This is an optimization exercise on Yosys and OpenROAD, whose aim is small area and a short achievable clock period, not a production implementation. Only simulation tests tie the RTL to the original design; equivalence was not proved. Power and IR drop assume default switching activity.

==> flow/design.v (excerpt) <==
module leaf_stream_bridge #(
  parameter int NUM_IN_PORTS  = 2,
  parameter int NUM_OUT_PORTS = 2,
  parameter int PAYLOAD_BITS  = 32,
  parameter int FIFO_DEPTH    = 16,
  parameter int CNT_BITS      = $clog2(FIFO_DEPTH) + 1
) (
  input  logic                              clk,
  input  logic                              ap_rst_n,
  input  logic                              flush,
  input  logic [15:0]                       frame_len,
  input  logic [NUM_IN_PORTS*PAYLOAD_BITS-1:0]  dout_leaf_interface2user,
  input  logic [NUM_IN_PORTS-1:0]               vld_interface2user,
  output logic [NUM_IN_PORTS-1:0]               ack_user2interface,
  output logic [NUM_OUT_PORTS*PAYLOAD_BITS-1:0] din_leaf_user2interface,
  output logic [NUM_OUT_PORTS-1:0]              vld_user2interface,
  input  logic [NUM_OUT_PORTS-1:0]              ack_interface2user,
  output logic [NUM_IN_PORTS*PAYLOAD_BITS-1:0]  Input_TDATA,
  output logic [NUM_IN_PORTS-1:0]               Input_TVALID,
  output logic [NUM_IN_PORTS-1:0]               Input_TLAST,
  input  logic [NUM_IN_PORTS-1:0]               Input_TREADY,
  input  logic [NUM_OUT_PORTS*PAYLOAD_BITS-1:0] Output_TDATA,
  input  logic [NUM_OUT_PORTS-1:0]              Output_TVALID,
  output logic [NUM_OUT_PORTS-1:0]              Output_TREADY,
  output logic [NUM_IN_PORTS*CNT_BITS-1:0]  in_level,
  output logic [NUM_OUT_PORTS*CNT_BITS-1:0] out_level
);
  for (genvar i = 0; i < NUM_IN_PORTS; i++) begin : g_in
    logic        pop;
    logic        valid_next;
    logic        tlast;
    logic [15:0] wnext;
    logic [15:0] wnext_d;
    logic        tl_en;
    leaf_stream_fifo #(
      .WIDTH (PAYLOAD_BITS)
    ) u_fifo (
      .clk        (clk),
      .ap_rst_n   (ap_rst_n),
      .flush      (flush),
      .wr_data    (dout_leaf_interface2user[i*PAYLOAD_BITS +: PAYLOAD_BITS]),
      .wr_valid   (vld_interface2user[i]),
      .wr_ready   (ack_user2interface[i]),
      .rd_data    (Input_TDATA[i*PAYLOAD_BITS +: PAYLOAD_BITS]),
      .rd_valid   (Input_TVALID[i]),
      .rd_ready   (Input_TREADY[i]),
      .level      (in_level[i*CNT_BITS +: CNT_BITS]),
      .pop        (pop),
      .valid_next (valid_next)
    );
  ...
==> flow/config.mk <==
export PLATFORM = sky130hd
export DESIGN_NAME = leaf_stream_bridge
export DESIGN_NICKNAME = leaf_stream_bridge
export VERILOG_FILES = /design/flow/design.v
export SDC_FILE = /design/flow/constraint.sdc
export NUM_CORES = 4
export LEC_CHECK = 0
export CAP_MARGIN = 20
export CORE_MARGIN = 2
export CORE_UTILIZATION = 40
export SETUP_SLACK_MARGIN = 2.0
export SLEW_MARGIN = 20
==> flow/constraint.sdc <==
create_clock -name core_clock -period 4.5 [get_ports {clk}]
set_input_delay 0.9000 -clock core_clock [delete_from_list [all_inputs] [get_ports {clk}]]
set_output_delay 0.9000 -clock core_clock [all_outputs]
set_load 0.01 [all_outputs]
run.sh (not shown) runs the stock make flow with config.mk's settings and CLKGATE_MAP_FILE= SYNTH_SCRIPT=/design/flow/synth_recipe.tcl, a recipe that flattens the netlist after the stock synthesis.
The first run finished with timing, DRC and antenna clean.
Rerun with:
--- a/flow/config.mk
+++ b/flow/config.mk
@@ -10,3 +10,2 @@
 export CORE_UTILIZATION = 40
-export SETUP_SLACK_MARGIN = 2.0
 export SLEW_MARGIN = 20
- The changed run passed the timing, DRC and antenna checks
- count of clock-buffer cells in the layout goes up by 5
- via count decreases slightly
- global-route usage rises by 0.18 points
- cell area fell by a few percent
- first-iteration DRC count falls by a few percent
- worst setup slack degrades by 0.37 ns
- routed wire length hardly moves
- synthesized area does not change
- die area does not change

---

Another version of the RTL of leaf_stream_bridge (not shown whole).
For scale: about 2100 flip-flops, roughly 310 I/O pins, about 79000 um2 of cells after synthesis.
Settings: LEC_CHECK=0, CAP_MARGIN=10, CORE_MARGIN=2, CORE_UTILIZATION=69, CTS_CLUSTER_DIAMETER=70, CTS_CLUSTER_SIZE=25, SETUP_SLACK_MARGIN=1.75, SLEW_MARGIN=10; clock period 4.5 ns.
standard.sh (not shown) runs the stock make flow with config.mk's settings and CLKGATE_MAP_FILE= SYNTH_SCRIPT=/design/flow/synth_recipe.tcl, a recipe that flattens the netlist after the stock synthesis.
==> flow/flow/run.sh <==
#!/bin/bash
set -euo pipefail
cd "$(dirname "$0")/.."
export IO_CONSTRAINTS="$PWD/flow/io.tcl"
export BUFFER_PORTS_ARGS="-buffer_cell sky130_fd_sc_hd__buf_1"
bash standard.sh > standard_flow.log 2>&1
==> flow/flow/io.tcl <==
set_io_pin_constraint -group -order -pin_names {frame_len[0] frame_len[1] frame_len[2] frame_len[3] frame_len[4] frame_len[5] frame_len[6] frame_len[7] Input_TLAST[0] Input_TLAST[1] ack_user2interface[0] flush ack_user2interface[1] Output_TREADY[0] Output_TREADY[1] frame_len[8] frame_len[9] frame_len[10] frame_len[11] frame_len[12] frame_len[13] frame_len[14] frame_len[15]}
The baseline completed with no timing, DRC or antenna violations.
==> next run, changes <==
==> flow/flow/run.sh (replaced) <==
#!/bin/bash
set -euo pipefail
cd "$(dirname "$0")/.."
export IO_CONSTRAINTS="$PWD/flow/io.tcl"
export BUFFER_PORTS_ARGS="-buffer_cell sky130_fd_sc_hd__buf_2"
bash standard.sh > standard_flow.log 2>&1
- CAP_MARGIN: 10 -> 20
- CORE_UTILIZATION: 69 -> 66
- SETUP_SLACK_MARGIN: 1.75 -> 1.6
- SLEW_MARGIN: 10 -> 20
Effect:
- area after synthesis is unchanged
- final area is higher by 0.59%
- utilization is lower by 3.1 points
- via count is lower by 1.8%
- power is higher by 1.7%
- setup slack degrades by 32 ps
- hold slack degrades by 100 ps
- die area is higher by about 4.5%
- wire length is lower by about 0.54%

---

## wip/raven
Starting RTL as in the previous note.
==> flow/config.mk <==
export PLATFORM = sky130hd
export DESIGN_NAME = leaf_stream_bridge
export DESIGN_NICKNAME = leaf_stream_bridge
export VERILOG_FILES = /design/flow/design.v
export SDC_FILE = /design/flow/constraint.sdc
export NUM_CORES = 4
export LEC_CHECK = 0
export CAP_MARGIN = 20
export CORE_MARGIN = 2
export CORE_UTILIZATION = 66
export CTS_CLUSTER_DIAMETER = 70
export CTS_CLUSTER_SIZE = 25
export SETUP_SLACK_MARGIN = 1.75
export SLEW_MARGIN = 20
==> flow/constraint.sdc <==
create_clock -name core_clock -period 4.5 [get_ports {clk}]
set_input_delay 0.9000 -clock core_clock [delete_from_list [all_inputs] [get_ports {clk}]]
set_output_delay 0.9000 -clock core_clock [all_outputs]
set_load 0.01 [all_outputs]
==> flow/flow/run.sh <==
#!/bin/bash
set -euo pipefail
cd "$(dirname "$0")/.."
export IO_CONSTRAINTS="$PWD/flow/io.tcl"
export BUFFER_PORTS_ARGS="-buffer_cell sky130_fd_sc_hd__buf_2"
bash standard.sh > standard_flow.log 2>&1
Scripts as last shown in full above: flow/flow/io.tcl
Relative to wip/raven, the following input files were edited for wip/zinc:
# wip/raven
export LEC_CHECK = 0
export CAP_MARGIN = 20
export CORE_MARGIN = 2
export CORE_UTILIZATION = 66
export CTS_CLUSTER_DIAMETER = 70
export CTS_CLUSTER_SIZE = 25
export SETUP_SLACK_MARGIN = 1.75
export SLEW_MARGIN = 20
create_clock -name core_clock -period 4.5 [get_ports {clk}]
# wip/zinc
export LEC_CHECK = 0
export CAP_MARGIN = 10
export CORE_MARGIN = 2
export CORE_UTILIZATION = 66
export CTS_CLUSTER_DIAMETER = 70
export CTS_CLUSTER_SIZE = 25
export SETUP_SLACK_MARGIN = 1.9
export SLEW_MARGIN = 10
create_clock -name core_clock -period 4.5 [get_ports {clk}]
-- flow/flow/run.sh --
<<< wip/raven, line 5
export BUFFER_PORTS_ARGS="-buffer_cell sky130_fd_sc_hd__buf_2"
>>> wip/zinc, line 5
export BUFFER_PORTS_ARGS="-buffer_cell sky130_fd_sc_hd__buf_1"
## What came out
No stage failed in wip/zinc, and the final checks on the layout all came back clean.
In the flow results for wip/raven and wip/zinc, the clock network fraction of design power is smaller on wip/zinc.
Of the two values seen for critical path endpoint, Input_TLAST[1] was produced by wip/raven and Input_TLAST[0] by wip/zinc.
In wip/zinc relative to wip/raven, quantity of gates resized following cts had gone up by more than 10%.
From wip/raven to wip/zinc the numbers moved as follows: post-route fraction of the period consumed by the critical path increased by 0.65 points relative to the old numbers, net total in the final layout increased by about 1.1% relative to the old numbers.
Delta (wip/zinc minus wip/raven): detailed-routing wirelength on met1 picked up an extra about 1%, non-filler instance count after layout picked up an extra about 0.56%, count of vias placed by the detailed router picked up an extra 248, register-to-register slack picked up an extra 0.02 ns.
The clock-buffer cell count of wip/zinc falls short of that of wip/raven by 15.
Diff wip/raven -> wip/zinc: count of buffers not belonging to the clock network in the layout moved up, placer's final routability congestion estimate moved up.
Inputs modified between wip/zinc and wip/tundra:
# wip/zinc
export LEC_CHECK = 0
export CAP_MARGIN = 10
export CORE_MARGIN = 2
export CORE_UTILIZATION = 66
export CTS_CLUSTER_DIAMETER = 70
export CTS_CLUSTER_SIZE = 25
export SETUP_SLACK_MARGIN = 1.9
export SLEW_MARGIN = 10
create_clock -name core_clock -period 4.5 [get_ports {clk}]
# wip/tundra
export LEC_CHECK = 0
export CAP_MARGIN = 10
export CORE_MARGIN = 2
export CORE_UTILIZATION = 66
export CTS_CLUSTER_DIAMETER = 70
export CTS_CLUSTER_SIZE = 25
export PLACE_DENSITY = 0.76
export SETUP_SLACK_MARGIN = 1.75
export SLEW_MARGIN = 10
create_clock -name core_clock -period 4.5 [get_ports {clk}]
--- outcome ---
wip/tundra went all the way through synthesis, placement and routing and the layout is clean on timing, DRC and antenna. The higher total power of wip/tundra and wip/zinc is in wip/zinc. The area of all placed cells without fillers of wip/tundra falls short of that of wip/zinc by 710 um^2. From wip/zinc to wip/tundra the numbers moved as follows: share of flip-flops with an asynchronous set or reset after synthesis about even, placer's final routability congestion estimate fell about 0.6%. Global routing usage summed across all routing layers: wip/tundra and wip/zinc compared, lower one is wip/tundra.
Here is what was changed in the inputs of wip/nickel compared with wip/tundra.
# wip/tundra
export LEC_CHECK = 0
export CAP_MARGIN = 10
export CORE_MARGIN = 2
export CORE_UTILIZATION = 66
export CTS_CLUSTER_DIAMETER = 70
export CTS_CLUSTER_SIZE = 25
export PLACE_DENSITY = 0.76
export SETUP_SLACK_MARGIN = 1.75
export SLEW_MARGIN = 10
create_clock -name core_clock -period 4.5 [get_ports {clk}]
# wip/nickel
export LEC_CHECK = 0
export CAP_MARGIN = 20
export CORE_MARGIN = 2
export CORE_UTILIZATION = 60
export SETUP_SLACK_MARGIN = 1.5
export SLEW_MARGIN = 20
create_clock -name core_clock -period 4.5 [get_ports {clk}]
-- flow/flow/run.sh --
<<< wip/tundra, line 5
export BUFFER_PORTS_ARGS="-buffer_cell sky130_fd_sc_hd__buf_1"
>>> wip/nickel, line 5
export BUFFER_PORTS_ARGS="-buffer_cell sky130_fd_sc_hd__buf_2"
[summary]
wip/nickel ended with every stage complete and zero timing, DRC or antenna violations.
wip/nickel vs. wip/tundra: global-route total usage across every layer now smaller; final design area excluding fillers now larger; final core utilization now smaller; sum of routed wire segments on met1 now larger.

[afterwards: timing with drivers on the ports]
The results above use ideal ports. As a check the final layouts listed here were re-extracted and re-timed, cells and wires unchanged. Step 1 assumes that a clkbuf_16 drives the clock port and a buf_2 every other input. Step 2 times the ports against the registers' clock, not the clock port: input delays grow and output delays shrink by t, the midpoint of the rising clock arrivals with the driver on. a / b / c = ideal ports / drivers / drivers and shift; a / b = the first two.
run | t, ns | setup slack, ns | hold WS [ns] | worst setup path after step 2 | cell pins on the clock port's net
the first run of note 1 | 0.934 | 1.024 / 0.804 / 0.710 | 0.086 / 0.040 / 0.582 | input to register | 1
the second run of note 1 | 0.930 | 0.650 / 0.467 / 0.467 | 0.121 / 0.243 / 0.575 | input to output | 1
the first run of note 2 | 0.805 | 1.600 / 1.525 / 0.972 | 0.318 / 0.279 / 0.443 | input to register | 1
the second run of note 2 | 0.835 | 1.568 / 1.494 / 1.197 | 0.215 / 0.238 / 0.444 | input to register | 1
wip/raven | 0.838 | 1.644 / 1.569 / 1.264 | 0.209 / 0.229 / 0.444 | input to register | 1
wip/zinc | 0.802 | 1.615 / 1.542 / 1.229 | 0.315 / 0.267 / 0.438 | input to register | 1
wip/tundra | 0.811 | 1.636 / 1.554 / 1.208 | 0.312 / 0.296 / 0.441 | input to register | 1
wip/nickel | 0.865 | 1.584 / 1.513 / 0.880 | 0.201 / 0.213 / 0.432 | input to register | 1
After both steps every run listed still meets setup and hold. For wip/nickel, which loses most, drivers alone change the setup slack by -0.071 ns; drivers and shift together by -0.704 ns.
